Context: an optimization exercise on an open-source flow, tuned for small area, a short achievable clock period and few clock cycles. The choices shown serve that exercise and are no tape-out recipe. Only simulation tests tie the RTL to the original design; equivalence was not proved. Power and IR drop assume default switching activity.

--- run.sh ---
#!/bin/bash
# synth_recipe.tcl (not shown) runs the flow's synth.tcl, then flattens the netlist and writes it again
# the make line also repeats each setting of config.mk as NAME=value (left out here)
make -C /OpenROAD-flow-scripts/flow DESIGN_CONFIG=/design/flow/config.mk WORK_HOME=/design/flow/orfs CLKGATE_MAP_FILE= SYNTH_SCRIPT=/design/flow/synth_recipe.tcl finish
--- config.mk ---
export PLATFORM = sky130hd
export DESIGN_NAME = table_linear_interpolator_core
export DESIGN_NICKNAME = table_linear_interpolator_core
export VERILOG_FILES = /design/flow/design.v
export SDC_FILE = /design/flow/constraint.sdc
export NUM_CORES = 4
export LEC_CHECK = 0
export CAP_MARGIN = 20
export CORE_MARGIN = 2
export CORE_UTILIZATION = 55
export CTS_BUF_LIST = sky130_fd_sc_hd__clkbuf_8
export CTS_CLUSTER_SIZE = 20
export PLACE_DENSITY = 0.65
export SLEW_MARGIN = 20
--- constraint.sdc ---
create_clock -name core_clock -period 10.0 [get_ports {clk_i}]
set_input_delay 2.0000 -clock core_clock [delete_from_list [all_inputs] [get_ports {clk_i}]]
set_output_delay 2.0000 -clock core_clock [all_outputs]
set_load 0.01 [all_outputs]
--- design.v ---
package tbli_pkg;
  localparam int unsigned POINTS    = 12;
  localparam int unsigned CNT_W     = (POINTS > 1) ? $clog2(POINTS) : 1;
  localparam int unsigned DATA_W    = 16;
  localparam int unsigned IDX_W     = 4;
  localparam int unsigned DIFF_W    = DATA_W + 1;
  localparam int unsigned PROD_W    = 2 * DIFF_W;
  localparam int unsigned MAG_W     = 2 * DATA_W;
  localparam int unsigned SUM_W     = MAG_W + 2;
  localparam int unsigned DIV_CNT_W = $clog2(MAG_W);
  typedef enum logic {
    FUNC_WRITE = 1'b0,
    FUNC_QUERY = 1'b1
  } func_e;
  typedef enum logic [1:0] {
    ST_EXACT  = 2'd0,
    ST_INTERP = 2'd1,
    ST_RANGE  = 2'd2,
    ST_BADSEG = 2'd3
  } status_e;
  typedef struct packed {
    logic signed [DATA_W-1:0] x;
    logic signed [DATA_W-1:0] y;
  } point_t;
endpackage
module tbli_cell (
  input  logic             clk_i,
  input  logic             ld_i,
  input  tbli_pkg::point_t ld_pt_i,
  output tbli_pkg::point_t pt_o
);
  typedef tbli_pkg::point_t point_t;
  point_t pt_q;
  always_ff @(posedge clk_i) begin
    if (ld_i) begin
      pt_q <= ld_pt_i;
    end
  end
  assign pt_o = pt_q;
endmodule
module tbli_div (
  input  logic [tbli_pkg::DATA_W-1:0] rem_i,    
  input  logic [tbli_pkg::DATA_W-1:0] sh_i,     
  input  logic [tbli_pkg::DATA_W-1:0] dvs_i,
  output logic [tbli_pkg::DATA_W-1:0] rem_o,
  output logic [tbli_pkg::DATA_W-1:0] sh_o
);
  localparam int unsigned DATA_W = tbli_pkg::DATA_W;
  logic [DATA_W:0] t;
  logic [DATA_W:0] d;
  logic            ge;
  assign t     = {rem_i, sh_i[DATA_W-1]};
  assign d     = t - {1'b0, dvs_i};
  assign ge    = !d[DATA_W];
  assign rem_o = ge ? d[DATA_W-1:0] : t[DATA_W-1:0];
  assign sh_o  = {sh_i[DATA_W-2:0], ge};
endmodule
module tbli_mul_csa (
  input  logic [15:0] a_i,
  input  logic [15:0] b_i,
  output logic [95:0] rows_o   
);
  logic [255:0] pp;
  logic fs0, fc0, fs1, fc1, fs2, fc2, fs3, fc3, fs4, fc4, fs5, fc5, fs6, fc6, fs7, fc7;
  logic fs8, fc8, fs9, fc9, fs10, fc10, fs11, fc11, fs12, fc12, fs13, fc13, fs14, fc14, fs15, fc15;
  logic fs16, fc16, fs17, fc17, fs18, fc18, fs19, fc19, fs20, fc20, fs21, fc21, fs22, fc22, fs23, fc23;
  logic fs24, fc24, fs25, fc25, fs26, fc26, fs27, fc27, fs28, fc28, fs29, fc29, fs30, fc30, fs31, fc31;
  logic fs32, fc32, fs33, fc33, fs34, fc34, fs35, fc35, fs36, fc36, fs37, fc37, fs38, fc38, fs39, fc39;
  logic fs40, fc40, fs41, fc41, fs42, fc42, fs43, fc43, fs44, fc44, fs45, fc45, fs46, fc46, fs47, fc47;
  logic fs48, fc48, fs49, fc49, fs50, fc50, fs51, fc51, fs52, fc52, fs53, fc53, fs54, fc54, fs55, fc55;
  logic fs56, fc56, fs57, fc57, fs58, fc58, fs59, fc59, fs60, fc60, fs61, fc61, fs62, fc62, fs63, fc63;
  logic fs64, fc64, fs65, fc65, fs66, fc66, fs67, fc67, fs68, fc68, fs69, fc69, fs70, fc70, fs71, fc71;
  logic fs72, fc72, fs73, fc73, fs74, fc74, fs75, fc75, fs76, fc76, fs77, fc77, fs78, fc78, fs79, fc79;
  logic fs80, fc80, fs81, fc81, fs82, fc82, fs83, fc83, fs84, fc84, fs85, fc85, fs86, fc86, fs87, fc87;
  logic fs88, fc88, fs89, fc89, fs90, fc90, fs91, fc91, fs92, fc92, fs93, fc93, fs94, fc94, fs95, fc95;
  logic fs96, fc96, fs97, fc97, fs98, fc98, fs99, fc99, fs100, fc100, fs101, fc101, fs102, fc102, fs103, fc103;
  logic fs104, fc104, fs105, fc105, fs106, fc106, fs107, fc107, fs108, fc108, fs109, fc109, fs110, fc110, fs111, fc111;
  logic fs112, fc112, fs113, fc113, fs114, fc114, fs115, fc115, fs116, fc116, fs117, fc117, fs118, fc118, fs119, fc119;
  logic fs120, fc120, fs121, fc121, fs122, fc122, fs123, fc123, fs124, fc124, fs125, fc125, fs126, fc126, fs127, fc127;
  logic fs128, fc128, fs129, fc129, fs130, fc130, fs131, fc131, fs132, fc132, fs133, fc133, fs134, fc134, fs135, fc135;
  logic fs136, fc136, fs137, fc137, fs138, fc138, fs139, fc139, fs140, fc140, fs141, fc141, fs142, fc142, fs143, fc143;
  logic fs144, fc144, fs145, fc145, fs146, fc146, fs147, fc147, fs148, fc148, fs149, fc149, fs150, fc150, fs151, fc151;
  logic fs152, fc152, fs153, fc153, fs154, fc154, fs155, fc155, fs156, fc156, fs157, fc157, fs158, fc158, fs159, fc159;
  logic fs160, fc160, fs161, fc161, fs162, fc162, fs163, fc163, fs164, fc164, fs165, fc165, fs166, fc166, fs167, fc167;
  logic hs0, hc0, hs1, hc1, hs2, hc2, hs3, hc3, hs4, hc4, hs5, hc5, hs6, hc6, hs7, hc7;
  logic hs8, hc8, hs9, hc9, hs10, hc10, hs11, hc11, hs12, hc12, hs13, hc13;
  for (genvar i = 0; i < 16; i++) begin : g_pp_i
    for (genvar j = 0; j < 16; j++) begin : g_pp_j
      assign pp[16*i+j] = b_i[i] & a_i[j];
    end
  end
  assign hs0 = pp[13] ^ pp[28];
  assign hc0 = pp[13] & pp[28];
  assign fs0 = pp[14] ^ pp[29] ^ pp[44];
  assign fc0 = (pp[14] & pp[29]) | (pp[14] & pp[44]) | (pp[29] & pp[44]);
  assign hs1 = pp[59] ^ pp[74];
  assign hc1 = pp[59] & pp[74];
  assign fs1 = pp[15] ^ pp[30] ^ pp[45];
  assign fc1 = (pp[15] & pp[30]) | (pp[15] & pp[45]) | (pp[30] & pp[45]);
  assign fs2 = pp[60] ^ pp[75] ^ pp[90];
  assign fc2 = (pp[60] & pp[75]) | (pp[60] & pp[90]) | (pp[75] & pp[90]);
  assign hs2 = pp[105] ^ pp[120];
  assign hc2 = pp[105] & pp[120];
  assign fs3 = pp[31] ^ pp[46] ^ pp[61];
  assign fc3 = (pp[31] & pp[46]) | (pp[31] & pp[61]) | (pp[46] & pp[61]);
  assign fs4 = pp[76] ^ pp[91] ^ pp[106];
  assign fc4 = (pp[76] & pp[91]) | (pp[76] & pp[106]) | (pp[91] & pp[106]);
  assign hs3 = pp[121] ^ pp[136];
  assign hc3 = pp[121] & pp[136];
  assign fs5 = pp[47] ^ pp[62] ^ pp[77];
  assign fc5 = (pp[47] & pp[62]) | (pp[47] & pp[77]) | (pp[62] & pp[77]);
  assign fs6 = pp[92] ^ pp[107] ^ pp[122];
  assign fc6 = (pp[92] & pp[107]) | (pp[92] & pp[122]) | (pp[107] & pp[122]);
  assign fs7 = pp[63] ^ pp[78] ^ pp[93];
  assign fc7 = (pp[63] & pp[78]) | (pp[63] & pp[93]) | (pp[78] & pp[93]);
  assign hs4 = pp[9] ^ pp[24];
  assign hc4 = pp[9] & pp[24];
  assign fs8 = pp[10] ^ pp[25] ^ pp[40];
  assign fc8 = (pp[10] & pp[25]) | (pp[10] & pp[40]) | (pp[25] & pp[40]);
  assign hs5 = pp[55] ^ pp[70];
  assign hc5 = pp[55] & pp[70];
  assign fs9 = pp[11] ^ pp[26] ^ pp[41];
  assign fc9 = (pp[11] & pp[26]) | (pp[11] & pp[41]) | (pp[26] & pp[41]);
  assign fs10 = pp[56] ^ pp[71] ^ pp[86];
  assign fc10 = (pp[56] & pp[71]) | (pp[56] & pp[86]) | (pp[71] & pp[86]);
  assign hs6 = pp[101] ^ pp[116];
  assign hc6 = pp[101] & pp[116];
  assign fs11 = pp[12] ^ pp[27] ^ pp[42];
  assign fc11 = (pp[12] & pp[27]) | (pp[12] & pp[42]) | (pp[27] & pp[42]);
  assign fs12 = pp[57] ^ pp[72] ^ pp[87];
  assign fc12 = (pp[57] & pp[72]) | (pp[57] & pp[87]) | (pp[72] & pp[87]);
  assign fs13 = pp[102] ^ pp[117] ^ pp[132];
  assign fc13 = (pp[102] & pp[117]) | (pp[102] & pp[132]) | (pp[117] & pp[132]);
  assign hs7 = pp[147] ^ pp[162];
  assign hc7 = pp[147] & pp[162];
  assign fs14 = hs0 ^ pp[43] ^ pp[58];
  assign fc14 = (hs0 & pp[43]) | (hs0 & pp[58]) | (pp[43] & pp[58]);
  assign fs15 = pp[73] ^ pp[88] ^ pp[103];
  assign fc15 = (pp[73] & pp[88]) | (pp[73] & pp[103]) | (pp[88] & pp[103]);
  assign fs16 = pp[118] ^ pp[133] ^ pp[148];
  assign fc16 = (pp[118] & pp[133]) | (pp[118] & pp[148]) | (pp[133] & pp[148]);
  assign fs17 = pp[163] ^ pp[178] ^ pp[193];
  assign fc17 = (pp[163] & pp[178]) | (pp[163] & pp[193]) | (pp[178] & pp[193]);
  assign fs18 = hc0 ^ fs0 ^ hs1;
  assign fc18 = (hc0 & fs0) | (hc0 & hs1) | (fs0 & hs1);
  assign fs19 = pp[89] ^ pp[104] ^ pp[119];
  assign fc19 = (pp[89] & pp[104]) | (pp[89] & pp[119]) | (pp[104] & pp[119]);
  assign fs20 = pp[134] ^ pp[149] ^ pp[164];
  assign fc20 = (pp[134] & pp[149]) | (pp[134] & pp[164]) | (pp[149] & pp[164]);
  assign fs21 = pp[179] ^ pp[194] ^ pp[209];
  assign fc21 = (pp[179] & pp[194]) | (pp[179] & pp[209]) | (pp[194] & pp[209]);
  assign fs22 = fc0 ^ hc1 ^ fs1;
  assign fc22 = (fc0 & hc1) | (fc0 & fs1) | (hc1 & fs1);
  assign fs23 = fs2 ^ hs2 ^ pp[135];
  assign fc23 = (fs2 & hs2) | (fs2 & pp[135]) | (hs2 & pp[135]);
  assign fs24 = pp[150] ^ pp[165] ^ pp[180];
  assign fc24 = (pp[150] & pp[165]) | (pp[150] & pp[180]) | (pp[165] & pp[180]);
  assign fs25 = pp[195] ^ pp[210] ^ pp[225];
  assign fc25 = (pp[195] & pp[210]) | (pp[195] & pp[225]) | (pp[210] & pp[225]);
  assign fs26 = fc1 ^ fc2 ^ hc2;
  assign fc26 = (fc1 & fc2) | (fc1 & hc2) | (fc2 & hc2);
  assign fs27 = fs3 ^ fs4 ^ hs3;
  assign fc27 = (fs3 & fs4) | (fs3 & hs3) | (fs4 & hs3);
  assign fs28 = pp[151] ^ pp[166] ^ pp[181];
  assign fc28 = (pp[151] & pp[166]) | (pp[151] & pp[181]) | (pp[166] & pp[181]);
  assign fs29 = pp[196] ^ pp[211] ^ pp[226];
  assign fc29 = (pp[196] & pp[211]) | (pp[196] & pp[226]) | (pp[211] & pp[226]);
  assign fs30 = fc3 ^ fc4 ^ hc3;
  assign fc30 = (fc3 & fc4) | (fc3 & hc3) | (fc4 & hc3);
  assign fs31 = fs5 ^ fs6 ^ pp[137];
  assign fc31 = (fs5 & fs6) | (fs5 & pp[137]) | (fs6 & pp[137]);
  assign fs32 = pp[152] ^ pp[167] ^ pp[182];
  assign fc32 = (pp[152] & pp[167]) | (pp[152] & pp[182]) | (pp[167] & pp[182]);
  assign fs33 = pp[197] ^ pp[212] ^ pp[227];
  assign fc33 = (pp[197] & pp[212]) | (pp[197] & pp[227]) | (pp[212] & pp[227]);
  assign fs34 = fc5 ^ fc6 ^ fs7;
  assign fc34 = (fc5 & fc6) | (fc5 & fs7) | (fc6 & fs7);
  assign fs35 = pp[108] ^ pp[123] ^ pp[138];
  assign fc35 = (pp[108] & pp[123]) | (pp[108] & pp[138]) | (pp[123] & pp[138]);
  assign fs36 = pp[153] ^ pp[168] ^ pp[183];
  assign fc36 = (pp[153] & pp[168]) | (pp[153] & pp[183]) | (pp[168] & pp[183]);
  assign fs37 = pp[198] ^ pp[213] ^ pp[228];
  assign fc37 = (pp[198] & pp[213]) | (pp[198] & pp[228]) | (pp[213] & pp[228]);
  assign fs38 = fc7 ^ pp[79] ^ pp[94];
  assign fc38 = (fc7 & pp[79]) | (fc7 & pp[94]) | (pp[79] & pp[94]);
  assign fs39 = pp[109] ^ pp[124] ^ pp[139];
  assign fc39 = (pp[109] & pp[124]) | (pp[109] & pp[139]) | (pp[124] & pp[139]);
  assign fs40 = pp[154] ^ pp[169] ^ pp[184];
  assign fc40 = (pp[154] & pp[169]) | (pp[154] & pp[184]) | (pp[169] & pp[184]);
  assign fs41 = pp[199] ^ pp[214] ^ pp[229];
  assign fc41 = (pp[199] & pp[214]) | (pp[199] & pp[229]) | (pp[214] & pp[229]);
  assign fs42 = pp[95] ^ pp[110] ^ pp[125];
  assign fc42 = (pp[95] & pp[110]) | (pp[95] & pp[125]) | (pp[110] & pp[125]);
  assign fs43 = pp[140] ^ pp[155] ^ pp[170];
  assign fc43 = (pp[140] & pp[155]) | (pp[140] & pp[170]) | (pp[155] & pp[170]);
  assign fs44 = pp[185] ^ pp[200] ^ pp[215];
  assign fc44 = (pp[185] & pp[200]) | (pp[185] & pp[215]) | (pp[200] & pp[215]);
  assign fs45 = pp[111] ^ pp[126] ^ pp[141];
  assign fc45 = (pp[111] & pp[126]) | (pp[111] & pp[141]) | (pp[126] & pp[141]);
  assign fs46 = pp[156] ^ pp[171] ^ pp[186];
  assign fc46 = (pp[156] & pp[171]) | (pp[156] & pp[186]) | (pp[171] & pp[186]);
  assign fs47 = pp[127] ^ pp[142] ^ pp[157];
  assign fc47 = (pp[127] & pp[142]) | (pp[127] & pp[157]) | (pp[142] & pp[157]);
  assign hs8 = pp[6] ^ pp[21];
  assign hc8 = pp[6] & pp[21];
  assign fs48 = pp[7] ^ pp[22] ^ pp[37];
  assign fc48 = (pp[7] & pp[22]) | (pp[7] & pp[37]) | (pp[22] & pp[37]);
  assign hs9 = pp[52] ^ pp[67];
  assign hc9 = pp[52] & pp[67];
  assign fs49 = pp[8] ^ pp[23] ^ pp[38];
  assign fc49 = (pp[8] & pp[23]) | (pp[8] & pp[38]) | (pp[23] & pp[38]);
  assign fs50 = pp[53] ^ pp[68] ^ pp[83];
  assign fc50 = (pp[53] & pp[68]) | (pp[53] & pp[83]) | (pp[68] & pp[83]);
  assign hs10 = pp[98] ^ pp[113];
  assign hc10 = pp[98] & pp[113];
  assign fs51 = hs4 ^ pp[39] ^ pp[54];
  assign fc51 = (hs4 & pp[39]) | (hs4 & pp[54]) | (pp[39] & pp[54]);
  assign fs52 = pp[69] ^ pp[84] ^ pp[99];
  assign fc52 = (pp[69] & pp[84]) | (pp[69] & pp[99]) | (pp[84] & pp[99]);
  assign fs53 = pp[114] ^ pp[129] ^ pp[144];
  assign fc53 = (pp[114] & pp[129]) | (pp[114] & pp[144]) | (pp[129] & pp[144]);
  assign fs54 = hc4 ^ fs8 ^ hs5;
  assign fc54 = (hc4 & fs8) | (hc4 & hs5) | (fs8 & hs5);
  assign fs55 = pp[85] ^ pp[100] ^ pp[115];
  assign fc55 = (pp[85] & pp[100]) | (pp[85] & pp[115]) | (pp[100] & pp[115]);
  assign fs56 = pp[130] ^ pp[145] ^ pp[160];
  assign fc56 = (pp[130] & pp[145]) | (pp[130] & pp[160]) | (pp[145] & pp[160]);
  assign fs57 = fc8 ^ hc5 ^ fs9;
  assign fc57 = (fc8 & hc5) | (fc8 & fs9) | (hc5 & fs9);
  assign fs58 = fs10 ^ hs6 ^ pp[131];
  assign fc58 = (fs10 & hs6) | (fs10 & pp[131]) | (hs6 & pp[131]);
  assign fs59 = pp[146] ^ pp[161] ^ pp[176];
  assign fc59 = (pp[146] & pp[161]) | (pp[146] & pp[176]) | (pp[161] & pp[176]);
  assign fs60 = fc9 ^ fc10 ^ hc6;
  assign fc60 = (fc9 & fc10) | (fc9 & hc6) | (fc10 & hc6);
  assign fs61 = fs11 ^ fs12 ^ fs13;
  assign fc61 = (fs11 & fs12) | (fs11 & fs13) | (fs12 & fs13);
  assign fs62 = hs7 ^ pp[177] ^ pp[192];
  assign fc62 = (hs7 & pp[177]) | (hs7 & pp[192]) | (pp[177] & pp[192]);
  assign fs63 = fc11 ^ fc12 ^ fc13;
  assign fc63 = (fc11 & fc12) | (fc11 & fc13) | (fc12 & fc13);
  assign fs64 = hc7 ^ fs14 ^ fs15;
  assign fc64 = (hc7 & fs14) | (hc7 & fs15) | (fs14 & fs15);
  assign fs65 = fs16 ^ fs17 ^ pp[208];
  assign fc65 = (fs16 & fs17) | (fs16 & pp[208]) | (fs17 & pp[208]);
  assign fs66 = fc14 ^ fc15 ^ fc16;
  assign fc66 = (fc14 & fc15) | (fc14 & fc16) | (fc15 & fc16);
  assign fs67 = fc17 ^ fs18 ^ fs19;
  assign fc67 = (fc17 & fs18) | (fc17 & fs19) | (fs18 & fs19);
  assign fs68 = fs20 ^ fs21 ^ pp[224];
  assign fc68 = (fs20 & fs21) | (fs20 & pp[224]) | (fs21 & pp[224]);
  assign fs69 = fc18 ^ fc19 ^ fc20;
  assign fc69 = (fc18 & fc19) | (fc18 & fc20) | (fc19 & fc20);
  assign fs70 = fc21 ^ fs22 ^ fs23;
  assign fc70 = (fc21 & fs22) | (fc21 & fs23) | (fs22 & fs23);
  assign fs71 = fs24 ^ fs25 ^ pp[240];
  assign fc71 = (fs24 & fs25) | (fs24 & pp[240]) | (fs25 & pp[240]);
  assign fs72 = fc22 ^ fc23 ^ fc24;
  assign fc72 = (fc22 & fc23) | (fc22 & fc24) | (fc23 & fc24);
  assign fs73 = fc25 ^ fs26 ^ fs27;
  assign fc73 = (fc25 & fs26) | (fc25 & fs27) | (fs26 & fs27);
  assign fs74 = fs28 ^ fs29 ^ pp[241];
  assign fc74 = (fs28 & fs29) | (fs28 & pp[241]) | (fs29 & pp[241]);
  assign fs75 = fc26 ^ fc27 ^ fc28;
  assign fc75 = (fc26 & fc27) | (fc26 & fc28) | (fc27 & fc28);
  assign fs76 = fc29 ^ fs30 ^ fs31;
  assign fc76 = (fc29 & fs30) | (fc29 & fs31) | (fs30 & fs31);
  assign fs77 = fs32 ^ fs33 ^ pp[242];
  assign fc77 = (fs32 & fs33) | (fs32 & pp[242]) | (fs33 & pp[242]);
  assign fs78 = fc30 ^ fc31 ^ fc32;
  assign fc78 = (fc30 & fc31) | (fc30 & fc32) | (fc31 & fc32);
  assign fs79 = fc33 ^ fs34 ^ fs35;
  assign fc79 = (fc33 & fs34) | (fc33 & fs35) | (fs34 & fs35);
  assign fs80 = fs36 ^ fs37 ^ pp[243];
  assign fc80 = (fs36 & fs37) | (fs36 & pp[243]) | (fs37 & pp[243]);
  assign fs81 = fc34 ^ fc35 ^ fc36;
  assign fc81 = (fc34 & fc35) | (fc34 & fc36) | (fc35 & fc36);
  assign fs82 = fc37 ^ fs38 ^ fs39;
  assign fc82 = (fc37 & fs38) | (fc37 & fs39) | (fs38 & fs39);
  assign fs83 = fs40 ^ fs41 ^ pp[244];
  assign fc83 = (fs40 & fs41) | (fs40 & pp[244]) | (fs41 & pp[244]);
  assign fs84 = fc38 ^ fc39 ^ fc40;
  assign fc84 = (fc38 & fc39) | (fc38 & fc40) | (fc39 & fc40);
  assign fs85 = fc41 ^ fs42 ^ fs43;
  assign fc85 = (fc41 & fs42) | (fc41 & fs43) | (fs42 & fs43);
  assign fs86 = fs44 ^ pp[230] ^ pp[245];
  assign fc86 = (fs44 & pp[230]) | (fs44 & pp[245]) | (pp[230] & pp[245]);
  assign fs87 = fc42 ^ fc43 ^ fc44;
  assign fc87 = (fc42 & fc43) | (fc42 & fc44) | (fc43 & fc44);
  assign fs88 = fs45 ^ fs46 ^ pp[201];
  assign fc88 = (fs45 & fs46) | (fs45 & pp[201]) | (fs46 & pp[201]);
  assign fs89 = pp[216] ^ pp[231] ^ pp[246];
  assign fc89 = (pp[216] & pp[231]) | (pp[216] & pp[246]) | (pp[231] & pp[246]);
  assign fs90 = fc45 ^ fc46 ^ fs47;
  assign fc90 = (fc45 & fc46) | (fc45 & fs47) | (fc46 & fs47);
  assign fs91 = pp[172] ^ pp[187] ^ pp[202];
  assign fc91 = (pp[172] & pp[187]) | (pp[172] & pp[202]) | (pp[187] & pp[202]);
  assign fs92 = pp[217] ^ pp[232] ^ pp[247];
  assign fc92 = (pp[217] & pp[232]) | (pp[217] & pp[247]) | (pp[232] & pp[247]);
  assign fs93 = fc47 ^ pp[143] ^ pp[158];
  assign fc93 = (fc47 & pp[143]) | (fc47 & pp[158]) | (pp[143] & pp[158]);
  assign fs94 = pp[173] ^ pp[188] ^ pp[203];
  assign fc94 = (pp[173] & pp[188]) | (pp[173] & pp[203]) | (pp[188] & pp[203]);
  assign fs95 = pp[218] ^ pp[233] ^ pp[248];
  assign fc95 = (pp[218] & pp[233]) | (pp[218] & pp[248]) | (pp[233] & pp[248]);
  assign fs96 = pp[159] ^ pp[174] ^ pp[189];
  assign fc96 = (pp[159] & pp[174]) | (pp[159] & pp[189]) | (pp[174] & pp[189]);
  assign fs97 = pp[204] ^ pp[219] ^ pp[234];
  assign fc97 = (pp[204] & pp[219]) | (pp[204] & pp[234]) | (pp[219] & pp[234]);
  assign fs98 = pp[175] ^ pp[190] ^ pp[205];
  assign fc98 = (pp[175] & pp[190]) | (pp[175] & pp[205]) | (pp[190] & pp[205]);
  assign hs11 = pp[4] ^ pp[19];
  assign hc11 = pp[4] & pp[19];
  assign fs99 = pp[5] ^ pp[20] ^ pp[35];
  assign fc99 = (pp[5] & pp[20]) | (pp[5] & pp[35]) | (pp[20] & pp[35]);
  assign hs12 = pp[50] ^ pp[65];
  assign hc12 = pp[50] & pp[65];
  assign fs100 = hs8 ^ pp[36] ^ pp[51];
  assign fc100 = (hs8 & pp[36]) | (hs8 & pp[51]) | (pp[36] & pp[51]);
  assign fs101 = pp[66] ^ pp[81] ^ pp[96];
  assign fc101 = (pp[66] & pp[81]) | (pp[66] & pp[96]) | (pp[81] & pp[96]);
  assign fs102 = hc8 ^ fs48 ^ hs9;
  assign fc102 = (hc8 & fs48) | (hc8 & hs9) | (fs48 & hs9);
  assign fs103 = pp[82] ^ pp[97] ^ pp[112];
  assign fc103 = (pp[82] & pp[97]) | (pp[82] & pp[112]) | (pp[97] & pp[112]);
  assign fs104 = fc48 ^ hc9 ^ fs49;
  assign fc104 = (fc48 & hc9) | (fc48 & fs49) | (hc9 & fs49);
  assign fs105 = fs50 ^ hs10 ^ pp[128];
  assign fc105 = (fs50 & hs10) | (fs50 & pp[128]) | (hs10 & pp[128]);
  assign fs106 = fc49 ^ fc50 ^ hc10;
  assign fc106 = (fc49 & fc50) | (fc49 & hc10) | (fc50 & hc10);
  assign fs107 = fs51 ^ fs52 ^ fs53;
  assign fc107 = (fs51 & fs52) | (fs51 & fs53) | (fs52 & fs53);
  assign fs108 = fc51 ^ fc52 ^ fc53;
  assign fc108 = (fc51 & fc52) | (fc51 & fc53) | (fc52 & fc53);
  assign fs109 = fs54 ^ fs55 ^ fs56;
  assign fc109 = (fs54 & fs55) | (fs54 & fs56) | (fs55 & fs56);
  assign fs110 = fc54 ^ fc55 ^ fc56;
  assign fc110 = (fc54 & fc55) | (fc54 & fc56) | (fc55 & fc56);
  assign fs111 = fs57 ^ fs58 ^ fs59;
  assign fc111 = (fs57 & fs58) | (fs57 & fs59) | (fs58 & fs59);
  assign fs112 = fc57 ^ fc58 ^ fc59;
  assign fc112 = (fc57 & fc58) | (fc57 & fc59) | (fc58 & fc59);
  assign fs113 = fs60 ^ fs61 ^ fs62;
  assign fc113 = (fs60 & fs61) | (fs60 & fs62) | (fs61 & fs62);
  assign fs114 = fc60 ^ fc61 ^ fc62;
  assign fc114 = (fc60 & fc61) | (fc60 & fc62) | (fc61 & fc62);
  assign fs115 = fs63 ^ fs64 ^ fs65;
  assign fc115 = (fs63 & fs64) | (fs63 & fs65) | (fs64 & fs65);
  assign fs116 = fc63 ^ fc64 ^ fc65;
  assign fc116 = (fc63 & fc64) | (fc63 & fc65) | (fc64 & fc65);
  assign fs117 = fs66 ^ fs67 ^ fs68;
  assign fc117 = (fs66 & fs67) | (fs66 & fs68) | (fs67 & fs68);
  assign fs118 = fc66 ^ fc67 ^ fc68;
  assign fc118 = (fc66 & fc67) | (fc66 & fc68) | (fc67 & fc68);
  assign fs119 = fs69 ^ fs70 ^ fs71;
  assign fc119 = (fs69 & fs70) | (fs69 & fs71) | (fs70 & fs71);
  assign fs120 = fc69 ^ fc70 ^ fc71;
  assign fc120 = (fc69 & fc70) | (fc69 & fc71) | (fc70 & fc71);
  assign fs121 = fs72 ^ fs73 ^ fs74;
  assign fc121 = (fs72 & fs73) | (fs72 & fs74) | (fs73 & fs74);
  assign fs122 = fc72 ^ fc73 ^ fc74;
  assign fc122 = (fc72 & fc73) | (fc72 & fc74) | (fc73 & fc74);
  assign fs123 = fs75 ^ fs76 ^ fs77;
  assign fc123 = (fs75 & fs76) | (fs75 & fs77) | (fs76 & fs77);
  assign fs124 = fc75 ^ fc76 ^ fc77;
  assign fc124 = (fc75 & fc76) | (fc75 & fc77) | (fc76 & fc77);
  assign fs125 = fs78 ^ fs79 ^ fs80;
  assign fc125 = (fs78 & fs79) | (fs78 & fs80) | (fs79 & fs80);
  assign fs126 = fc78 ^ fc79 ^ fc80;
  assign fc126 = (fc78 & fc79) | (fc78 & fc80) | (fc79 & fc80);
  assign fs127 = fs81 ^ fs82 ^ fs83;
  assign fc127 = (fs81 & fs82) | (fs81 & fs83) | (fs82 & fs83);
  assign fs128 = fc81 ^ fc82 ^ fc83;
  assign fc128 = (fc81 & fc82) | (fc81 & fc83) | (fc82 & fc83);
  assign fs129 = fs84 ^ fs85 ^ fs86;
  assign fc129 = (fs84 & fs85) | (fs84 & fs86) | (fs85 & fs86);
  assign fs130 = fc84 ^ fc85 ^ fc86;
  assign fc130 = (fc84 & fc85) | (fc84 & fc86) | (fc85 & fc86);
  assign fs131 = fs87 ^ fs88 ^ fs89;
  assign fc131 = (fs87 & fs88) | (fs87 & fs89) | (fs88 & fs89);
  assign fs132 = fc87 ^ fc88 ^ fc89;
  assign fc132 = (fc87 & fc88) | (fc87 & fc89) | (fc88 & fc89);
  assign fs133 = fs90 ^ fs91 ^ fs92;
  assign fc133 = (fs90 & fs91) | (fs90 & fs92) | (fs91 & fs92);
  assign fs134 = fc90 ^ fc91 ^ fc92;
  assign fc134 = (fc90 & fc91) | (fc90 & fc92) | (fc91 & fc92);
  assign fs135 = fs93 ^ fs94 ^ fs95;
  assign fc135 = (fs93 & fs94) | (fs93 & fs95) | (fs94 & fs95);
  assign fs136 = fc93 ^ fc94 ^ fc95;
  assign fc136 = (fc93 & fc94) | (fc93 & fc95) | (fc94 & fc95);
  assign fs137 = fs96 ^ fs97 ^ pp[249];
  assign fc137 = (fs96 & fs97) | (fs96 & pp[249]) | (fs97 & pp[249]);
  assign fs138 = fc96 ^ fc97 ^ fs98;
  assign fc138 = (fc96 & fc97) | (fc96 & fs98) | (fc97 & fs98);
  assign fs139 = pp[220] ^ pp[235] ^ pp[250];
  assign fc139 = (pp[220] & pp[235]) | (pp[220] & pp[250]) | (pp[235] & pp[250]);
  assign fs140 = fc98 ^ pp[191] ^ pp[206];
  assign fc140 = (fc98 & pp[191]) | (fc98 & pp[206]) | (pp[191] & pp[206]);
  assign fs141 = pp[221] ^ pp[236] ^ pp[251];
  assign fc141 = (pp[221] & pp[236]) | (pp[221] & pp[251]) | (pp[236] & pp[251]);
  assign fs142 = pp[207] ^ pp[222] ^ pp[237];
  assign fc142 = (pp[207] & pp[222]) | (pp[207] & pp[237]) | (pp[222] & pp[237]);
  assign hs13 = pp[3] ^ pp[18];
  assign hc13 = pp[3] & pp[18];
  assign fs143 = hs11 ^ pp[34] ^ pp[49];
  assign fc143 = (hs11 & pp[34]) | (hs11 & pp[49]) | (pp[34] & pp[49]);
  assign fs144 = hc11 ^ fs99 ^ hs12;
  assign fc144 = (hc11 & fs99) | (hc11 & hs12) | (fs99 & hs12);
  assign fs145 = fc99 ^ hc12 ^ fs100;
  assign fc145 = (fc99 & hc12) | (fc99 & fs100) | (hc12 & fs100);
  assign fs146 = fc100 ^ fc101 ^ fs102;
  assign fc146 = (fc100 & fc101) | (fc100 & fs102) | (fc101 & fs102);
  assign fs147 = fc102 ^ fc103 ^ fs104;
  assign fc147 = (fc102 & fc103) | (fc102 & fs104) | (fc103 & fs104);
  assign fs148 = fc104 ^ fc105 ^ fs106;
  assign fc148 = (fc104 & fc105) | (fc104 & fs106) | (fc105 & fs106);
  assign fs149 = fc106 ^ fc107 ^ fs108;
  assign fc149 = (fc106 & fc107) | (fc106 & fs108) | (fc107 & fs108);
  assign fs150 = fc108 ^ fc109 ^ fs110;
  assign fc150 = (fc108 & fc109) | (fc108 & fs110) | (fc109 & fs110);
  assign fs151 = fc110 ^ fc111 ^ fs112;
  assign fc151 = (fc110 & fc111) | (fc110 & fs112) | (fc111 & fs112);
  assign fs152 = fc112 ^ fc113 ^ fs114;
  assign fc152 = (fc112 & fc113) | (fc112 & fs114) | (fc113 & fs114);
  assign fs153 = fc114 ^ fc115 ^ fs116;
  assign fc153 = (fc114 & fc115) | (fc114 & fs116) | (fc115 & fs116);
  assign fs154 = fc116 ^ fc117 ^ fs118;
  assign fc154 = (fc116 & fc117) | (fc116 & fs118) | (fc117 & fs118);
  assign fs155 = fc118 ^ fc119 ^ fs120;
  assign fc155 = (fc118 & fc119) | (fc118 & fs120) | (fc119 & fs120);
  assign fs156 = fc120 ^ fc121 ^ fs122;
  assign fc156 = (fc120 & fc121) | (fc120 & fs122) | (fc121 & fs122);
  assign fs157 = fc122 ^ fc123 ^ fs124;
  assign fc157 = (fc122 & fc123) | (fc122 & fs124) | (fc123 & fs124);
  assign fs158 = fc124 ^ fc125 ^ fs126;
  assign fc158 = (fc124 & fc125) | (fc124 & fs126) | (fc125 & fs126);
  assign fs159 = fc126 ^ fc127 ^ fs128;
  assign fc159 = (fc126 & fc127) | (fc126 & fs128) | (fc127 & fs128);
  assign fs160 = fc128 ^ fc129 ^ fs130;
  assign fc160 = (fc128 & fc129) | (fc128 & fs130) | (fc129 & fs130);
  assign fs161 = fc130 ^ fc131 ^ fs132;
  assign fc161 = (fc130 & fc131) | (fc130 & fs132) | (fc131 & fs132);
  assign fs162 = fc132 ^ fc133 ^ fs134;
  assign fc162 = (fc132 & fc133) | (fc132 & fs134) | (fc133 & fs134);
  assign fs163 = fc134 ^ fc135 ^ fs136;
  assign fc163 = (fc134 & fc135) | (fc134 & fs136) | (fc135 & fs136);
  assign fs164 = fc136 ^ fc137 ^ fs138;
  assign fc164 = (fc136 & fc137) | (fc136 & fs138) | (fc137 & fs138);
  assign fs165 = fc138 ^ fc139 ^ fs140;
  assign fc165 = (fc138 & fc139) | (fc138 & fs140) | (fc139 & fs140);
  assign fs166 = fc140 ^ fc141 ^ fs142;
  assign fc166 = (fc140 & fc141) | (fc140 & fs142) | (fc141 & fs142);
  assign fs167 = fc142 ^ pp[223] ^ pp[238];
  assign fc167 = (fc142 & pp[223]) | (fc142 & pp[238]) | (pp[223] & pp[238]);
  assign rows_o[31:0] = {1'b0, pp[255], fc167, fc166, fc165, fc164, fc163, fc162, fc161, fc160, fc159, fc158, fc157, fc156, fc155, fc154, fc153, fc152, fc151, fc150, fc149, fc148, fc147, fc146, fc145, fc144, fc143, hc13, hs13, pp[2], pp[1], pp[0]};
  assign rows_o[63:32] = {1'b0, 1'b0, pp[239], fs167, fs166, fs165, fs164, fs163, fs162, fs161, fs160, fs159, fs158, fs157, fs156, fs155, fs154, fs153, fs152, fs151, fs150, fs149, fs148, fs147, fs146, fs145, fs144, fs143, pp[33], pp[17], pp[16], 1'b0};
  assign rows_o[95:64] = {1'b0, 1'b0, pp[254], pp[253], pp[252], fs141, fs139, fs137, fs135, fs133, fs131, fs129, fs127, fs125, fs123, fs121, fs119, fs117, fs115, fs113, fs111, fs109, fs107, fs105, fs103, fs101, pp[80], pp[64], pp[48], pp[32], 1'b0, 1'b0};
endmodule
module table_linear_interpolator_core (
  input  logic                                clk_i,
  input  logic                                rst_ni,
  input  logic                                start,
  output logic                                busy,
  input  logic                                func_i,
  input  logic [tbli_pkg::IDX_W-1:0]          point_index_i,
  input  logic signed [tbli_pkg::DATA_W-1:0]  point_x_i,
  input  logic signed [tbli_pkg::DATA_W-1:0]  point_y_i,
  input  logic signed [tbli_pkg::DATA_W-1:0]  query_x_i,
  output logic                                done_o,
  output logic signed [tbli_pkg::DATA_W-1:0]  result_y_o,
  output logic [1:0]                          status_o
);
  localparam int unsigned POINTS = tbli_pkg::POINTS;
  localparam int unsigned DATA_W = tbli_pkg::DATA_W;
  localparam int unsigned IDX_W  = tbli_pkg::IDX_W;
  localparam int unsigned DIFF_W = tbli_pkg::DIFF_W;
  localparam int unsigned MAG_W  = tbli_pkg::MAG_W;
  localparam int unsigned MROWS  = 3;                
  typedef tbli_pkg::point_t point_t;
  localparam logic [1:0] ST_EXACT  = 2'd0;
  localparam logic [1:0] ST_INTERP = 2'd1;
  localparam logic [1:0] ST_RANGE  = 2'd2;
  localparam logic [1:0] ST_BADSEG = 2'd3;
  assign busy = 1'b0;
  logic             wr_v_q;
  logic [IDX_W-1:0] wr_idx_q;
  point_t           wr_pt_q;
  always_ff @(posedge clk_i or negedge rst_ni) begin
    if (!rst_ni) wr_v_q <= 1'b0;
    else         wr_v_q <= start && (func_i == tbli_pkg::FUNC_WRITE);
  end
  always_ff @(posedge clk_i) begin
    wr_idx_q  <= point_index_i;
    wr_pt_q.x <= point_x_i;
    wr_pt_q.y <= point_y_i;
  end
  logic signed [DATA_W-1:0] tx [POINTS];
  logic signed [DATA_W-1:0] ty [POINTS];
  for (genvar k = 0; k < POINTS; k++) begin : g_cell
    logic   ld;
    point_t pt;
    assign ld = wr_v_q && (int'(wr_idx_q) == k);
    tbli_cell u_cell (
      .clk_i   (clk_i),
      .ld_i    (ld),
      .ld_pt_i (wr_pt_q),
      .pt_o    (pt)
    );
    assign tx[k] = pt.x;
    assign ty[k] = pt.y;
  end
  logic                     v1_q;
  logic signed [DATA_W-1:0] q1_q;
  always_ff @(posedge clk_i or negedge rst_ni) begin
    if (!rst_ni) v1_q <= 1'b0;
    else         v1_q <= start && (func_i == tbli_pkg::FUNC_QUERY);
  end
  always_ff @(posedge clk_i) q1_q <= query_x_i;
  logic [POINTS-1:0] c_eq, c_hit, c_first;
  logic              c_seen;
  logic [1:0]        c_st;
  always_comb begin
    for (int i = 0; i < POINTS; i++) begin
      c_eq[i]  = (tx[i] == q1_q);
      c_hit[i] = c_eq[i];
      if (i < POINTS - 1) c_hit[i] = c_hit[i] || (tx[i+1] > q1_q);
    end
    c_seen = 1'b0;
    for (int i = 0; i < POINTS; i++) begin
      c_first[i] = c_hit[i] && !c_seen;
      c_seen     = c_seen || c_hit[i];
    end
    c_st = !c_seen ? ST_RANGE : (|(c_first & c_eq)) ? ST_EXACT : ST_INTERP;
  end
  logic                     v2_q;
  logic [1:0]               st2_q;
  logic signed [DATA_W-1:0] q2_q;
  logic [POINTS-1:0]        first2_q;
  always_ff @(posedge clk_i or negedge rst_ni) begin
    if (!rst_ni) v2_q <= 1'b0;
    else         v2_q <= v1_q;
  end
  always_ff @(posedge clk_i) begin
    st2_q    <= c_st;
    q2_q     <= q1_q;
    first2_q <= c_first;
  end
  logic signed [DATA_W-1:0] s_x0, s_y0, s_x1, s_y1;
  always_comb begin
    s_x0 = '0; s_y0 = '0; s_x1 = '0; s_y1 = '0;
    for (int i = 0; i < POINTS; i++) begin
      s_x0 |= {DATA_W{first2_q[i]}} & tx[i];
      s_y0 |= {DATA_W{first2_q[i]}} & ty[i];
      if (i < POINTS - 1) begin
        s_x1 |= {DATA_W{first2_q[i]}} & tx[i+1];
        s_y1 |= {DATA_W{first2_q[i]}} & ty[i+1];
      end
    end
  end
  logic                     v3_q;
  logic [1:0]               st3_q;
  logic signed [DATA_W-1:0] q3_q, x0_3_q, y0_3_q, x1_3_q, y1_3_q;
  always_ff @(posedge clk_i or negedge rst_ni) begin
    if (!rst_ni) v3_q <= 1'b0;
    else         v3_q <= v2_q;
  end
  always_ff @(posedge clk_i) begin
    st3_q  <= st2_q;
    q3_q   <= q2_q;
    x0_3_q <= s_x0;
    y0_3_q <= s_y0;
    x1_3_q <= s_x1;
    y1_3_q <= s_y1;
  end
  logic signed [DIFF_W-1:0] c_dx, c_dy, c_dqx, c_ndx, c_ndy, c_ndqx;
  assign c_dx   = DIFF_W'(x1_3_q) - DIFF_W'(x0_3_q);
  assign c_dy   = DIFF_W'(y1_3_q) - DIFF_W'(y0_3_q);
  assign c_dqx  = DIFF_W'(q3_q)   - DIFF_W'(x0_3_q);
  assign c_ndx  = DIFF_W'(x0_3_q) - DIFF_W'(x1_3_q);
  assign c_ndy  = DIFF_W'(y0_3_q) - DIFF_W'(y1_3_q);
  assign c_ndqx = DIFF_W'(x0_3_q) - DIFF_W'(q3_q);
  logic                     v5_q;
  logic [1:0]               st5_q;
  logic signed [DATA_W-1:0] y0_5_q;
  logic                     neg5_q;
  logic [DATA_W-1:0]        dx5_q, dy5_q, dqx5_q;
  always_ff @(posedge clk_i or negedge rst_ni) begin
    if (!rst_ni) v5_q <= 1'b0;
    else         v5_q <= v3_q;
  end
  always_ff @(posedge clk_i) begin
    st5_q  <= (st3_q == ST_INTERP && x1_3_q == x0_3_q) ? ST_BADSEG : st3_q;
    y0_5_q <= y0_3_q;
    neg5_q <= c_dx[DIFF_W-1] ^ c_dy[DIFF_W-1] ^ c_dqx[DIFF_W-1];
    dx5_q  <= c_dx[DIFF_W-1]  ? c_ndx[DATA_W-1:0]  : c_dx[DATA_W-1:0];
    dy5_q  <= c_dy[DIFF_W-1]  ? c_ndy[DATA_W-1:0]  : c_dy[DATA_W-1:0];
    dqx5_q <= c_dqx[DIFF_W-1] ? c_ndqx[DATA_W-1:0] : c_dqx[DATA_W-1:0];
  end
  logic [MROWS*MAG_W-1:0] c_rows;
  tbli_mul_csa u_mul (
    .a_i   (dy5_q),
    .b_i   (dqx5_q),
    .rows_o (c_rows)
  );
  logic                     v6_q;
  logic [1:0]               st6_q;
  logic signed [DATA_W-1:0] y0_6_q;
  logic                     neg6_q;
  logic [DATA_W-1:0]        dx6_q;
  logic [MROWS*MAG_W-1:0]   rows6_q;
  always_ff @(posedge clk_i or negedge rst_ni) begin
    if (!rst_ni) v6_q <= 1'b0;
    else         v6_q <= v5_q;
  end
  always_ff @(posedge clk_i) begin
    st6_q   <= st5_q;
    y0_6_q  <= y0_5_q;
    neg6_q  <= neg5_q;
    dx6_q   <= dx5_q;
    rows6_q <= c_rows;
  end
  logic [MAG_W-1:0] c_prod;
  always_comb begin
    c_prod = '0;
    for (int r = 0; r < MROWS; r++) c_prod += rows6_q[r*MAG_W +: MAG_W];
  end
  logic                     v7_q;
  logic [1:0]               st7_q;
  logic signed [DATA_W-1:0] y0_7_q;
  logic                     neg7_q;
  logic [DATA_W-1:0]        dx7_q;
  logic [MAG_W-1:0]         n7_q;
  always_ff @(posedge clk_i or negedge rst_ni) begin
    if (!rst_ni) v7_q <= 1'b0;
    else         v7_q <= v6_q;
  end
  always_ff @(posedge clk_i) begin
    st7_q  <= st6_q;
    y0_7_q <= y0_6_q;
    neg7_q <= neg6_q;
    dx7_q  <= dx6_q;
    n7_q   <= c_prod;
  end
  localparam int unsigned PW = 2 + 1 + 1 + 4 * DATA_W;   
  logic          r_v  [DATA_W+1];
  logic [PW-1:0] r_pl [DATA_W+1];
  assign r_v[0]  = v7_q;
  assign r_pl[0] = {st7_q, neg7_q, 1'b0, y0_7_q, dx7_q, n7_q};
  for (genvar r = 0; r < DATA_W; r++) begin : g_row
    logic [DATA_W-1:0] rem_n, sh_n;
    logic [PW-1:0]     pl_n;
    tbli_div u_row (
      .rem_i (r_pl[r][2*DATA_W-1:DATA_W]),
      .sh_i  (r_pl[r][DATA_W-1:0]),
      .dvs_i (r_pl[r][3*DATA_W-1:2*DATA_W]),
      .rem_o (rem_n),
      .sh_o  (sh_n)
    );
    if (r == 0) begin : g_ovf
      assign pl_n = {r_pl[r][PW-1:PW-3],
                     r_pl[r][2*DATA_W-1:DATA_W] >= r_pl[r][3*DATA_W-1:2*DATA_W],
                     r_pl[r][PW-5:2*DATA_W], rem_n, sh_n};
    end else begin : g_pass
      assign pl_n = {r_pl[r][PW-1:2*DATA_W], rem_n, sh_n};
    end
    logic          v_q;
    logic [PW-1:0] pl_q;
    always_ff @(posedge clk_i or negedge rst_ni) begin
      if (!rst_ni) v_q <= 1'b0;
      else         v_q <= r_v[r];
    end
    always_ff @(posedge clk_i) pl_q <= pl_n;
    assign r_v[r+1]  = v_q;
    assign r_pl[r+1] = pl_q;
  end
  logic                     vq_q;
  logic [1:0]               stq_q;
  logic signed [DATA_W-1:0] y0q_q;
  logic                     negq_q, ovfq_q;
  logic [DATA_W-1:0]        quot_q;
  assign vq_q = r_v[DATA_W];
  assign {stq_q, negq_q, ovfq_q, y0q_q} = r_pl[DATA_W][PW-1:3*DATA_W];
  assign quot_q = r_pl[DATA_W][DATA_W-1:0];
  localparam int unsigned VW = DATA_W + 2;
  logic signed [VW-1:0] c_val;
  always_comb begin
    unique case (stq_q)
      ST_EXACT:  c_val = VW'(y0q_q);
      ST_INTERP: begin
        if (ovfq_q)      c_val = negq_q ? 18'sh30000 : 18'sh0FFFF;
        else if (negq_q) c_val = VW'(y0q_q) - VW'(quot_q);
        else             c_val = VW'(y0q_q) + VW'(quot_q);
      end
      default:   c_val = '0;
    endcase
  end
  logic                 vs_q;
  logic [1:0]           sts_q;
  logic signed [VW-1:0] val_q;
  always_ff @(posedge clk_i or negedge rst_ni) begin
    if (!rst_ni) vs_q <= 1'b0;
    else         vs_q <= vq_q;
  end
  always_ff @(posedge clk_i) begin
    sts_q <= stq_q;
    val_q <= c_val;
  end
  logic signed [DATA_W-1:0] c_res;
  always_comb begin
    if (val_q[VW-1:DATA_W-1] == 3'b000 || val_q[VW-1:DATA_W-1] == 3'b111)
      c_res = val_q[DATA_W-1:0];
    else
      c_res = val_q[VW-1] ? 16'sh8000 : 16'sh7FFF;
  end
  logic                     done_q;
  logic signed [DATA_W-1:0] res_q;
  logic [1:0]               stat_q;
  always_ff @(posedge clk_i or negedge rst_ni) begin
    if (!rst_ni) done_q <= 1'b0;
    else         done_q <= vs_q;
  end
  always_ff @(posedge clk_i) begin
    res_q  <= c_res;
    stat_q <= sts_q;
  end
  assign done_o     = done_q;
  assign result_y_o = res_q;
  assign status_o   = stat_q;
endmodule
==> results of run 1 <==
-- registers in the layout, summed over array words and instances, names as in the netlist, 18 cells and up --
| name | count |
|---|---|
| n7_q | 32 |
| g_cell.u_cell.pt_q | 384 |
| val_q | 18 |
| g_row.pl_q | 1056 |
| rows6_q | 88 |
| wr_pt_q | 32 |
-- where the power goes --
part	switching, mW	leakage, nW	internal [mW]
combinational	8.38	18.1	7.94
sequential	1.57	16.5	10.5
clock	2.96	3.55	3.70
-- cell usage after synthesis (all sizes together) (24+ instances only) --
master / count / share of area
clkbuf: 124 / 0.0059
o21a: 60 / 0.0057
nand2b: 65 / 0.0052
and2: 194 / 0.015
inv: 596 / 0.028
a211oi: 50 / 0.0048
fa: 219 / 0.056
a21o: 75 / 0.0071
mux2: 198 / 0.028
a22o: 158 / 0.018
nand2: 295 / 0.014
o21ai: 159 / 0.010
ha: 602 / 0.096
edfxtp: 384 / 0.15
nor2b: 81 / 0.0064
nor3: 138 / 0.0095
o21bai: 39 / 0.0037
a221oi: 160 / 0.018
nand3: 199 / 0.013
mux2i: 87 / 0.011
xnor2: 215 / 0.024
a222oi: 32 / 0.0041
nand4: 40 / 0.0032
dfxtp: 1515 / 0.38
buf: 53 / 0.0034
o211ai: 25 / 0.0024
dfrtp: 25 / 0.0079
xor2: 107 / 0.012
and3: 30 / 0.0024
nor2: 292 / 0.014
a21oi: 256 / 0.017
or3: 24 / 0.0019
-- kinds of logic after synthesis --
kind of cell | after synthesis
AOI/OAI and AO/OA | 1164
xor gates and xnor gates | 322
adders and majority gates | 821
buffers and inverters | 773
DFF | 1924
muxes | 285
other | 1
and+or+nand+nor | 1412
-- final cells by class --
type | instances | area [um^2]
diodes | 1 | 2.50
clock buffers | 373 | 5130
clock inverters | 173 | 1080
fillers | 11392 | 54200
inverters | 596 | 2240
multi-input cells | 4005 | 33400
flip-flops and latches | 1924 | 42500
well taps | 1890 | 2360
repair buffers | 108 | 991
-- path summary, 6_finish.rpt --
| check | from | to | slack (ns) |
|---|---|---|---|
| worst max-delay path | res_q[15]$_DFF_P_ | result_y_o[15] | 5.94 |
| worst min-delay path | g_row[0].pl_q[50]$_DFF_P_ | g_row[1].pl_q[50]$_DFF_P_ | 0.28 |
| worst max register to register | q1_q[1]$_DFF_P_ | st2_q[0]$_SDFF_PN0_ | 6.06 |
| worst min register to register | g_row[0].pl_q[50]$_DFF_P_ | g_row[1].pl_q[50]$_DFF_P_ | 0.28 |
| max in group asynchronous | rst_ni | g_row[3].v_q$_DFF_PN0_ | 8.60 |
| min in group asynchronous | rst_ni | v2_q$_DFF_PN0_ | 1.02 |
-- routing by layer --
layer,track usage,part of all wire
met1,0.286,0.39
met2,0.439,0.50
met3,0.0509,0.060
met4,0.123,0.046
met5,0,0.00013
==> metrics.md, run 1 <==
| Metric | Value |
|---|---|
| Clock skew | `0.0882 ns` |
| Final min period | `4.06 ns` |
| Adder-cell area share of the yosys netlist | `0.151` |
| CP Capture Type | `primary output` |
| Post-CTS setup buffers | `0` |
| Layout Cells excl Fill | `9070` |
| Crit Path Max Fanout | `1` |
| Nets@finish | `7832` |
| Port Buf Inserts | `74` |
| Tcrit/Tclk final | `0.406` |
| Clock slew at reported path FFs | `0.06 ns` |
| Final hold violations | `0` |
| Most common cell after layout, fill and taps aside | `dfxtp_1` |
| Worst EP arrival | `2.06 ns` |
| Die H | `382 um` |
| Sequential-to-total area share from yosys stat | `0.539` |
| Placed cell count | `8523` |
| Slew margin rel. | `0.273` |
| Routed vias/inst | `5.53` |
| Worst path depth | `1` |
| Vias in the first global route | `51416` |
| Post-route cell area | `0.0878 mm^2` |
| H-tree levels | `5` |
| Compound-Gate Fraction of Synth Area | `0.106` |
| Die W | `382 um` |
| Synthesized area | `0.0788 mm^2` |
| Worst EP required | `8.00 ns` |
| Fraction of layout cells with a size suffix above 1 | `0.103` |
| Area of the die | `0.146 mm^2` |
| Post-cts resize count | `0` |
| Post-Route WL | `183000 um` |
| Hold Path Stages | `0` |
| Synth cell types | `86` |
| Max stage delay on crit path | `0.61 ns` |
| Pwr Density | `399 mW/mm^2` |
| Detailed-placement wirelength estimate | `129000 um` |
| Initial Utilization | `0.555` |
| Final GP Congestion | `0.990` |
| Max Buffers Root-to-Sink | `4` |
| Post-layout util | `0.618` |
| Detail Route Antenna Nets | `0` |
| Placed cell area | `0.0815 mm^2` |
| Seq cells post-synth | `1924` |
| Xor/xnor share of the synthesized area | `0.0360` |
| Largest family of logic cells by synthesized area | `adder cells` |
| Residual DRC | `0` |
| Buf/Inv on CP | `1` |
| Final hold slack | `0.276 ns` |
| CP Class | `reg2out` |
| Overall power | `35.0 mW` |
| Avg WL per Cell | `20.2 um` |
| Slack of the critical path | `5.94 ns` |
| Synthesis-to-finish area growth | `11.4%` |
| Max Slew Vio Count | `0` |
| GRT Resource Usage Total | `0.249` |
| Status | `complete, no violations` |
| Simple-Gate Fraction of Synth Area | `0.0900` |
| # clock sinks | `1924` |
| Mapped Nets | `7579` |
| EDFF count, synth | `384` |
| Mapped Cells | `6702` |
| Slew @ Worst Pin | `1.09 ns` |
| Worst skew pair latency | `1.00 ns` |
| TNS Setup | `0 ns` |
| Pre-Repair DR Iteration Count | `8` |
| Core Area | `0.142 mm^2` |
| Final setup fails | `0` |
| Reg2reg path depth | `12` |
| Most frequent cells in the layout | `dfxtp_1, inv_1, ha_1` |
| Max Freq | `246 MHz` |
| Total CTS buffers | `320` |
| Asr flop ratio synth | `0.0130` |
| Crit path cell chain | `clkdlybuf4s50_1` |
| Core Rows | `138` |
| Slowest cell on crit path | `clkdlybuf4s50_1` |
| Worst min path class | `reg2reg` |
| LEAKAGE | `38.2 nW` |
| Ys flop type | `dfxtp_1` |
| Max-cap violations | `0` |
| # hold bufs at CTS | `0` |
| Unrepaired setup endpoints after global routing | `false` |
| Largest net degree at the start of global routing | `65` |
| Pre-CTS setup slack | `6.10 ns` |
| Iter 0 DRT Violations | `3297` |
| # IOs | `76` |
| Gr ovfl total | `0` |
| Initial antenna violation count | `5` |
| VDD IR-drop max | `0.427 mV` |
| Family with the most delay on the worst path | `buffers and inverters` |
| Synth Warn # | `10` |
| Mapped Avg Cell Area | `11.8 um^2` |
| Startpoint types | `flop` |
| Root Driver | `clkbuf_8` |
| Multiplexer share of the synthesized area | `0.0394` |
| Vias | `50176` |
| CTS tree | `built` |
| First-pass GRT wire length | `283000 um` |
Testbench counts, summed over its fixed seeds: cycles 1,911.
==> run 2, diff against run 1 <==
--- a/config.mk
+++ b/config.mk
@@ -8,7 +8,8 @@
 export CAP_MARGIN = 20
 export CORE_MARGIN = 2
 export CORE_UTILIZATION = 55
-export CTS_BUF_LIST = sky130_fd_sc_hd__clkbuf_8
-export CTS_CLUSTER_SIZE = 20
+export CTS_BUF_LIST = sky130_fd_sc_hd__clkbuf_16
+export CTS_CLUSTER_DIAMETER = 110
+export CTS_CLUSTER_SIZE = 22
 export PLACE_DENSITY = 0.65
 export SLEW_MARGIN = 20
==> metrics.md, run 2 <==
| Metric | Value |
|---|---|
| Fraction of layout cells with a size suffix above 1 | `0.0593 (-0.0439)` |
| LEAKAGE | `36.0 nW (-5.6%)` |
| Worst skew pair latency | `0.76 ns (-0.24 ns)` |
| Mapped Nets | `7579 (unchanged)` |
| Max Freq | `254 MHz (+3.1%)` |
| Mapped Cells | `6702 (unchanged)` |
| Core Area | `0.142 mm^2 (unchanged)` |
| Placed cell area | `0.0815 mm^2 (unchanged)` |
| Avg WL per Cell | `20.7 um (+2.5%)` |
| Seq cells post-synth | `1924 (unchanged)` |
| Vias in the first global route | `49272 (-4.2%)` |
| Initial Utilization | `0.555 (unchanged)` |
| Routed vias/inst | `5.62 (+1.6%)` |
| Max stage delay on crit path | `0.60 ns (about the same)` |
| CP Capture Type | `flop` |
| Most frequent cell after synthesis | `dfxtp_1` |
| Most frequent cells in the layout | `dfxtp_1, inv_1, ha_1` |
| Regs by FF count | `g_row.pl_q: 1056 flops, g_cell.u_cell.pt_q: 384 flops, rows6_q: 88 flops` |
| First-pass GRT wire length | `277000 um (-2.2%)` |
| Max Buffers Root-to-Sink | `3 (-1)` |
| Overall power | `32.5 mW (-7.2%)` |
| Residual DRC | `0 (unchanged)` |
| Slew margin rel. | `0.283 (+0.0106)` |
| Crit path cell chain | `inv_1, ha_1, nor2b_1, o21a_1, o21ai_1, a2111oi_0, o32ai_1, o211a_1, and4b_1, nand3b_2, or4_4, o211a_1` |
| Final GP Congestion | `0.990 (unchanged)` |
| Clock slew at reported path FFs | `0.09 ns (+0.03 ns)` |
| VDD IR-drop max | `0.397 mV (-7.0%)` |
| # hold bufs at CTS | `0 (unchanged)` |
| Synth cell types | `86 (unchanged)` |
| GRT Resource Usage Total | `0.243 (-0.00597)` |
| Crit Path Max Fanout | `11 (+10)` |
| Slew @ Worst Pin | `1.07 ns (-0.0160 ns)` |
| TNS Setup | `0 ns (unchanged)` |
| Initial antenna violation count | `4 (-1)` |
| Die H | `382 um (unchanged)` |
| Most common cell after layout, fill and taps aside | `dfxtp_1` |
| Max reg flops | `1056 (unchanged)` |
| Nets@finish | `7609 (-2.8%)` |
| Iter 0 DRT Violations | `3329 (+0.97%)` |
| Family with the most delay on the worst path | `compound AO/OA/AOI/OAI gates` |
| Area leader, netlist | `dfxtp_1` |
| Asr flop ratio synth | `0.0130 (unchanged)` |
| Final hold violations | `0 (unchanged)` |
| Max Slew Vio Count | `0 (unchanged)` |
| Pwr Density | `386 mW/mm^2 (-3.4%)` |
| Mapped Avg Cell Area | `11.8 um^2 (unchanged)` |
| Post-Route WL | `179000 um (-2.2%)` |
| CP Class | `reg2reg` |
| Sequential-to-total area share from yosys stat | `0.539 (unchanged)` |
| Worst EP required | `10.64 ns (+2.64 ns)` |
| Pre-Repair DR Iteration Count | `8 (unchanged)` |
| CTS tree | `built` |
| Detail Route Antenna Nets | `0 (unchanged)` |
| Area of the die | `0.146 mm^2 (unchanged)` |
| Total CTS buffers | `97 (-70%)` |
| Port Buf Inserts | `74 (unchanged)` |
| Synthesized area | `0.0788 mm^2 (unchanged)` |
| Core Rows | `138 (unchanged)` |
| Post-CTS setup buffers | `0 (unchanged)` |
| Slowest cell on crit path | `or4_4` |
| Main area contributors after synthesis | `dfxtp_1, edfxtp_1, ha_1, fa_1, inv_1` |
| Ys flop type | `dfxtp_1` |
| # IOs | `76 (unchanged)` |
| Status | `complete, no violations` |
| Synth top area share | `0.385 (unchanged)` |
| Unrepaired setup endpoints after global routing | `false` |
| Synthesis-to-finish area growth | `6.95%` |
| Detailed-placement wirelength estimate | `129000 um (unchanged)` |
| Clock skew | `0.0502 ns (-0.0380 ns)` |
| EDFF count, synth | `384 (unchanged)` |
| Root Driver | `clkbuf_16` |
| H-tree levels | `3 (-2)` |
| Gr ovfl total | `0 (unchanged)` |
| Buf/Inv on CP | `1 (unchanged)` |
| Max-cap violations | `0 (unchanged)` |
| Largest net degree at the start of global routing | `65 (unchanged)` |
| Die W | `382 um (unchanged)` |
| Worst min path class | `reg2reg` |
| Vias | `48666 (-3.0%)` |
| Post-synth top cells | `dfxtp_1, ha_1, inv_1, edfxtp_1, nand2_1` |
| Final setup fails | `0 (unchanged)` |
| Post-cts resize count | `0 (unchanged)` |
| Tcrit/Tclk final | `0.394 (-0.0123)` |
| Final min period | `3.94 ns (-0.123 ns)` |
| # clock sinks | `1924 (unchanged)` |
| Worst EP arrival | `4.57 ns (+2.51 ns)` |
| Crit path top cell by count | `o211a_1` |
| Post-route cell area | `0.0843 mm^2 (-4.0%)` |
| Startpoint types | `flop` |
| Synth Warn # | `10 (unchanged)` |
| Largest register by flop count | `g_row.pl_q` |
==> run 2: cell counts after synthesis <==
No cell type changed its count.
==> run 2: stage by stage <==
stage / hold slack, ns / std cells / setup WS [ns] / utilization
2_1_floorplan: 0.310 / 6702 / 6.50 / -
3_3_place_gp: 0.310 / 8523 / 6.16 / 0.575
3_5_place_dp: 0.312 / 8523 / 6.10 / 0.575
4_1_cts: 0.301 / 8654 / 6.05 / 0.594
5_1_grt: 0.309 / 8654 / 5.72 / 0.594
6_report: 0.310 / 8655 / 6.06 / 0.594
==> run 2: final timing paths <==
path | to | cells past startpoint | slack, ns | startpoint
worst max-delay path | st2_q[0]$_SDFF_PN0_ | 12 | 6.06 | q1_q[1]$_DFF_P_
worst min-delay path | g_row[3].pl_q[59]$_DFF_P_ | 0 | 0.31 | g_row[2].pl_q[59]$_DFF_P_
worst max register to register | st2_q[0]$_SDFF_PN0_ | 12 | 6.06 | q1_q[1]$_DFF_P_
worst min register to register | g_row[3].pl_q[59]$_DFF_P_ | 0 | 0.31 | g_row[2].pl_q[59]$_DFF_P_
max in group asynchronous | g_row[3].v_q$_DFF_PN0_ | 1 | 8.39 | rst_ni
min in group asynchronous | g_row[7].v_q$_DFF_PN0_ | 1 | 1.23 | rst_ni
==> run 2: metal layers <==
metal  part of all wire  vias up  global-route usage
met3              0.055      372              0.0382
met2               0.50     1426               0.436
met5           0.000073        -                   0
met4              0.043        2               0.101
li1                   -    23418                   -
met1               0.40    23448               0.288
==> run 2: power breakdown <==
part | internal, mW | total (mW) | switching [mW]
combinational | 7.93 | 16.3 | 8.38
clock | 1.77 | 4.17 | 2.40
sequential | 10.5 | 12.0 | 1.56
==> run 2: area by class of cell <==
class / count / area (um^2)
fillers: 11655 / 57700
repair buffers: 108 / 991
clock inverters: 34 / 303
multi-input cells: 4005 / 33400
diodes: 1 / 2.50
well taps: 1890 / 2360
flip-flops and latches: 1924 / 42500
inverters: 596 / 2240
clock buffers: 97 / 2430
==> run 2: cell families (layout without fill, tap and decap cells) <==
| group | count (synthesis) | in the layout | synth area share |
|---|---|---|---|
| buffers and inverters | 773 | 835 | 0.0377 |
| muxes | 285 | 285 | 0.0394 |
| AOI/OAI and AO/OA | 1164 | 1164 | 0.106 |
| DFF | 1924 | 1924 | 0.539 |
| and+or+nand+nor | 1412 | 1412 | 0.0900 |
| adders and majority gates | 821 | 821 | 0.151 |
| xor gates and xnor gates | 322 | 322 | 0.0360 |
| other | 1 | 2 | 0.0000476 |

==> re-timing with driven ports <==
In the flow no input, the clock included, has a driving cell. The finished layouts below were timed again as built, in two steps. Step 1 (the two cells are an assumption about what drives the block):
set clk [get_ports {clk_i}]
set_driving_cell -lib_cell sky130_fd_sc_hd__clkbuf_16 $clk
set_driving_cell -lib_cell sky130_fd_sc_hd__buf_2 [delete_from_list [all_inputs] $clk]
Step 2 also shifts input and output timing later by t, the mid clock arrival at the registers, as if the neighbouring blocks saw the same clock. Slacks: ideal / step 1 / step 2; pairs: ideal / step 1.
| run | shift t [ns] | setup WS [ns] | worst slew at a driven data input, ns |
|---|---|---|---|
| run 1 | 1.029 | 5.939 / 5.864 / 6.059 | 0.06 |
| run 2 | 0.815 | 6.063 / 6.063 / 6.063 | 0.06 |
After both steps setup and hold are still met in every run listed.
